Source: an optimization exercise on an open RTL-to-GDS flow (aim: small area, a short achievable clock period and few clock cycles). Production flows keep margins and buffers that such runs may drop.
RTL that was checked went through simulation tests only; none was proved equivalent to the original.
Power is estimated from default activity; no workload was simulated.

==> exp/fjord: inputs <==
Design software_timer_expiry_scan, start of the top module:
module software_timer_expiry_scan #(
	parameter int NUM_TIMERS = 32
) (
	input  wire logic         clk,
	input  wire logic         arst_n,
	input  wire logic         push,
	output      logic         full,
	input  wire logic [1:0]   mode,
	input  wire logic [4:0]   timer_id,
	input  wire logic [15:0]  deadline,
	input  wire logic [7:0]   payload,
	output      logic         empty,
	input  wire logic         pop,
	output      logic [4:0]   fired_timer,
	output      logic [7:0]   fired_payload,
	output      logic         last
);
make LEC_CHECK=0 ABC_CLOCK_PERIOD_IN_PS=2600 CAP_MARGIN=20 CORE_MARGIN=2 CORE_UTILIZATION=40 CTS_CLUSTER_DIAMETER=80 CTS_CLUSTER_SIZE=24 SETUP_SLACK_MARGIN=3.4 SLEW_MARGIN=20 TNS_END_PERCENT=5 finish   # period 6.0 ns
run.sh (not shown) runs the stock make flow with config.mk's settings and CLKGATE_MAP_FILE= SYNTH_SCRIPT=/design/flow/synth_recipe.tcl, a recipe that flattens the netlist after the stock synthesis.
==> exp/cedar: changes against exp/fjord <==
--- a/flow/design.v
+++ b/flow/design.v
@@ -14,41 +14,38 @@
 	output      logic         cmd_valid,
 	output      logic [1:0]   cmd_op,
 	output      logic [NUM_TIMERS-1:0] cmd_sel,
 	output      logic [15:0]  cmd_deadline,
 	output      logic         cmd_due,
 	input  wire logic [15:0]  nxt,
+	input  wire logic [15:0]  nxt2,
 	input  wire logic         nxt_inc,
 	output      logic [7:0]   cmd_payload
 );
 	logic        sk_v;
 	logic [1:0]  sk_op;
 	logic [4:0]  sk_id;
 	logic [15:0] sk_dl;
 	logic [7:0]  sk_pl;
 	logic        acc;
 	logic [4:0]  ld_id;
 	logic [15:0] ld_dl;
-	logic        ld_lt;
-	logic        ld_eq;
 	logic        hd_load;
 	assign full    = sk_v;
 	assign acc     = push && !sk_v && (mode != 2'd3);
 	assign hd_load = !cmd_valid || cmd_take;
 	assign ld_id   = sk_v ? sk_id : timer_id;
 	assign ld_dl   = sk_v ? sk_dl : deadline;
-	assign ld_lt   = (ld_dl < nxt);
-	assign ld_eq   = (ld_dl == nxt);
 	always_ff @(posedge clk) begin
 		if (hd_load) begin
 			cmd_op       <= sk_v ? sk_op : mode;
 			for (int i = 0; i < NUM_TIMERS; i++) begin
 				cmd_sel[i] <= (ld_id == 5'(i));
 			end
 			cmd_deadline <= ld_dl;
-			cmd_due      <= nxt_inc ? (ld_lt || ld_eq) : (ld_lt || (nxt == 16'd0));
+			cmd_due      <= nxt_inc ? (ld_dl <= nxt2) : (ld_dl <= nxt);
 			cmd_payload  <= sk_v ? sk_pl : payload;
 		end
 		if (!sk_v) begin
 			sk_op <= mode;
 			sk_id <= timer_id;
 			sk_dl <= deadline;
@@ -82,27 +79,44 @@
 	input  wire logic         pop,
 	output      logic         empty,
 	output      logic [4:0]   out_id,
 	output      logic [7:0]   out_payload,
 	output      logic         out_last
 );
-	logic o_v;
+	logic       o_v;
+	logic       sk_v;
+	logic [4:0] sk_id;
+	logic [7:0] sk_pl;
+	logic       sk_last;
+	logic       o_load;
 	assign empty    = !o_v;
-	assign res_full = o_v && !pop;
+	assign res_full = sk_v;
+	assign o_load   = !o_v || pop;
 	always_ff @(posedge clk) begin
-		if (!res_full) begin
-			out_id      <= res_id;
-			out_payload <= res_payload;
-			out_last    <= res_last;
+		if (o_load) begin
+			out_id      <= sk_v ? sk_id   : res_id;
+			out_payload <= sk_v ? sk_pl   : res_payload;
+			out_last    <= sk_v ? sk_last : res_last;
+		end
+		if (!sk_v) begin
+			sk_id   <= res_id;
+			sk_pl   <= res_payload;
+			sk_last <= res_last;
 		end
 	end
 	always_ff @(posedge clk or negedge arst_n) begin
 		if (!arst_n) begin
-			o_v <= 1'b0;
-		end else if (!res_full) begin
-			o_v <= res_push;
+			o_v  <= 1'b0;
+			sk_v <= 1'b0;
+		end else begin
+			if (o_load) begin
+				o_v  <= sk_v || res_push;
+				sk_v <= 1'b0;
+			end else if (res_push) begin
+				sk_v <= 1'b1;
+			end
 		end
 	end
 endmodule
 `default_nettype wire
 `default_nettype none
 module swt_back #(
@@ -113,40 +127,43 @@
 	input  wire logic         cmd_valid,
 	input  wire logic [1:0]   cmd_op,
 	input  wire logic [NUM_TIMERS-1:0] cmd_sel,
 	input  wire logic [15:0]  cmd_deadline,
 	input  wire logic         cmd_due,
 	output      logic [15:0]  nxt,
+	output      logic [15:0]  nxt2,
 	output      logic         nxt_inc,
 	input  wire logic [7:0]   cmd_payload,
 	output      logic         cmd_take,
 	input  wire logic         res_full,
 	output      logic         res_push,
 	output      logic [4:0]   res_id,
 	output      logic [7:0]   res_payload,
 	output      logic         res_last
 );
 	localparam logic [1:0] OP_TICK   = 2'd0;
 	localparam logic [1:0] OP_ARM    = 2'd1;
 	localparam logic [1:0] OP_CANCEL = 2'd2;
+	logic [15:0]           nxt_q;
 	logic [15:0]           nxt2_q;
 	logic [NUM_TIMERS-1:0] active_q;
 	logic [NUM_TIMERS-1:0] match_q;
-	logic [NUM_TIMERS-1:0] rest_q;
+	logic [NUM_TIMERS-1:0] pend1_q;
 	logic [NUM_TIMERS-1:0] pend2_q;
 	logic [NUM_TIMERS-1:0] sel_q;
 	logic                  p1v_q;
 	logic                  p2v_q;
 	logic                  selv_q;
 	logic                  last_q;
 	logic [15:0]           dl_mem [0:NUM_TIMERS-1];
 	logic [7:0]            pl_mem [0:NUM_TIMERS-1];
 	logic [NUM_TIMERS-1:0] hit2;
 	logic [NUM_TIMERS-1:0] fire;
 	logic [NUM_TIMERS-1:0] we;
 	logic [NUM_TIMERS-1:0] busy;
+	logic [NUM_TIMERS-1:0] rest;
 	logic                  any_fire;
 	logic                  p1_free;
 	logic                  adv;
 	logic                  is_tick;
 	logic                  is_arm;
 	logic                  is_cancel;
@@ -157,20 +174,12 @@
 		p = v;
 		for (int s = 1; s < NUM_TIMERS; s = s * 2) begin
 			p = p | (p << s);
 		end
 		lowest = v & ~(p << 1);
 	endfunction
-	function automatic logic [NUM_TIMERS-1:0] above(input logic [NUM_TIMERS-1:0] v);
-		logic [NUM_TIMERS-1:0] p;
-		p = v;
-		for (int s = 1; s < NUM_TIMERS; s = s * 2) begin
-			p = p | (p << s);
-		end
-		above = v & (p << 1);
-	endfunction
 	function automatic logic single(input logic [NUM_TIMERS-1:0] v);
 		logic [NUM_TIMERS-1:0] a;
 		logic [NUM_TIMERS-1:0] m;
 		a = v;
 		m = '0;
 		for (int w = 1; w < NUM_TIMERS; w = w * 2) begin
@@ -181,23 +190,25 @@
 		end
 		single = !m[0];
 	endfunction
 	assign is_tick   = cmd_valid && (cmd_op == OP_TICK);
 	assign is_arm    = cmd_valid && (cmd_op == OP_ARM);
 	assign is_cancel = cmd_valid && (cmd_op == OP_CANCEL);
-	assign busy      = sel_q | rest_q | pend2_q;
+	assign busy      = pend1_q | pend2_q;
 	assign res_push  = selv_q && !res_full;
 	assign p1_free   = !p1v_q || (res_push && last_q);
 	assign adv       = res_push || !selv_q;
 	assign tick_go   = is_tick && (!p2v_q || p1_free);
 	assign arm_go    = is_arm && !(|(busy & cmd_sel));
 	assign cmd_take  = tick_go || arm_go || is_cancel;
 	assign we        = (is_arm ? cmd_sel : '0) & ~busy;
 	assign fire      = tick_go ? (active_q & match_q) : '0;
 	assign any_fire  = tick_go && (|(active_q & match_q));
-	assign nxt       = nxt2_q;
+	assign rest      = pend1_q & ~sel_q;
+	assign nxt       = nxt_q;
+	assign nxt2      = nxt2_q;
 	assign nxt_inc   = tick_go;
 	always_comb begin
 		for (int i = 0; i < NUM_TIMERS; i++) begin
 			hit2[i] = (dl_mem[i] == nxt2_q);
 		end
 	end
@@ -222,23 +233,25 @@
 				match_q[i] <= hit2[i];
 			end
 		end
 	end
 	always_ff @(posedge clk or negedge arst_n) begin
 		if (!arst_n) begin
+			nxt_q    <= 16'd1;
 			nxt2_q   <= 16'd2;
 			active_q <= '0;
-			rest_q   <= '0;
+			pend1_q  <= '0;
 			pend2_q  <= '0;
 			sel_q    <= '0;
 			p1v_q    <= 1'b0;
 			p2v_q    <= 1'b0;
 			selv_q   <= 1'b0;
 			last_q   <= 1'b0;
 		end else begin
 			if (tick_go) begin
+				nxt_q  <= nxt2_q;
 				nxt2_q <= nxt2_q + 1'b1;
 			end
 			for (int i = 0; i < NUM_TIMERS; i++) begin
 				if (we[i]) begin
 					active_q[i] <= 1'b1;
 				end else if (is_cancel && cmd_sel[i]) begin
@@ -246,25 +259,27 @@
 				end else if (fire[i]) begin
 					active_q[i] <= 1'b0;
 				end
 			end
 			if (p1_free) begin
 				sel_q   <= lowest(pend2_q);
-				rest_q  <= p2v_q ? above(pend2_q) : fire;
 				last_q  <= single(pend2_q);
 				selv_q  <= p2v_q;
+				pend1_q <= p2v_q ? pend2_q : fire;
 				p1v_q   <= p2v_q || any_fire;
 				pend2_q <= p2v_q ? fire : '0;
 				p2v_q   <= p2v_q && any_fire;
 			end else begin
 				if (adv) begin
-					sel_q  <= lowest(rest_q);
-					rest_q <= above(rest_q);
-					last_q <= single(rest_q);
+					sel_q  <= lowest(rest);
+					last_q <= single(rest);
 					selv_q <= 1'b1;
 				end
+				if (res_push) begin
+					pend1_q <= rest;
+				end
 				pend2_q <= pend2_q | fire;
 				p2v_q   <= p2v_q || any_fire;
 			end
 		end
 	end
 endmodule
@@ -289,12 +304,13 @@
 );
 	logic [1:0]  cmd_op;
 	logic [NUM_TIMERS-1:0] cmd_sel;
 	logic [15:0] cmd_deadline;
 	logic        cmd_due;
 	logic [15:0] nxt;
+	logic [15:0] nxt2;
 	logic        nxt_inc;
 	logic [7:0]  cmd_payload;
 	logic        cmd_valid;
 	logic        cmd_take;
 	logic [4:0]  res_id;
 	logic [7:0]  res_payload;
@@ -316,12 +332,13 @@
 		.cmd_valid    (cmd_valid),
 		.cmd_op       (cmd_op),
 		.cmd_sel      (cmd_sel),
 		.cmd_deadline (cmd_deadline),
 		.cmd_due      (cmd_due),
 		.nxt          (nxt),
+		.nxt2         (nxt2),
 		.nxt_inc      (nxt_inc),
 		.cmd_payload  (cmd_payload)
 	);
 	swt_back #(
 		.NUM_TIMERS(NUM_TIMERS)
 	) u_back (
@@ -330,12 +347,13 @@
 		.cmd_valid    (cmd_valid),
 		.cmd_op       (cmd_op),
 		.cmd_sel      (cmd_sel),
 		.cmd_deadline (cmd_deadline),
 		.cmd_due      (cmd_due),
 		.nxt          (nxt),
+		.nxt2         (nxt2),
 		.nxt_inc      (nxt_inc),
 		.cmd_payload  (cmd_payload),
 		.cmd_take     (cmd_take),
 		.res_full     (res_full),
 		.res_push     (res_push),
 		.res_id       (res_id),
Settings changed: ABC_CLOCK_PERIOD_IN_PS 2600 to not set, CTS_CLUSTER_DIAMETER 80 to not set, CTS_CLUSTER_SIZE 24 to not set, SETUP_SLACK_MARGIN 3.4 to 3.0.
==> comparison <==
- exp/fjord passed the timing, DRC and antenna checks. exp/cedar completed with no timing, DRC or antenna violations.
- Of exp/fjord and exp/cedar, exp/fjord has the higher clock skew (gap 2.8 ps).
- Of exp/fjord and exp/cedar, exp/cedar has the higher clock power (gap 39%, measured against exp/cedar).
- Of exp/fjord and exp/cedar, exp/fjord has the higher sequential share of layout area (gap 1.6 points).
- Of exp/fjord and exp/cedar, exp/cedar has the higher total power (gap about 20%, measured against exp/cedar).
- Of exp/cedar and exp/fjord, exp/fjord has the higher non-clock buffer count (gap 36).
- Routed wire length: exp/fjord is larger than exp/cedar (about 0.7%).
- Between exp/cedar and exp/fjord, the lower fmax is in exp/cedar (gap 7.9%, measured against exp/fjord).
Testbench counts of exp/cedar, summed over its fixed seeds: cycles 16,363.
No functional check of the RTL was part of exp/fjord.

## separate check: timing with driven ports
The results above use ideal ports. As a check the final layouts listed here were re-extracted and re-timed, cells and wires unchanged. Step 1, drivers: a clkbuf_16 drives clk and a buf_2 each remaining input, both assumed. Step 2 moves the port delays by t, midway between the first and last clock arrival at a register: inputs arrive t later, outputs are due t later. That takes back most of the time a late clock gives input paths. a / b / c = ideal ports / drivers / drivers and shift; a / b = the first two.
run | t (ns) | slack for setup (ns) | worst setup path at the end
exp/fjord | 0.744 | 3.219 / 3.152 / 2.673 | input to register
exp/cedar | 0.778 | 2.980 / 2.980 / 2.436 | input to register
After both steps every run listed still meets setup and hold. The setup slack of exp/fjord, which loses most, moves by -0.067 ns with the drivers and by -0.546 ns with both steps.
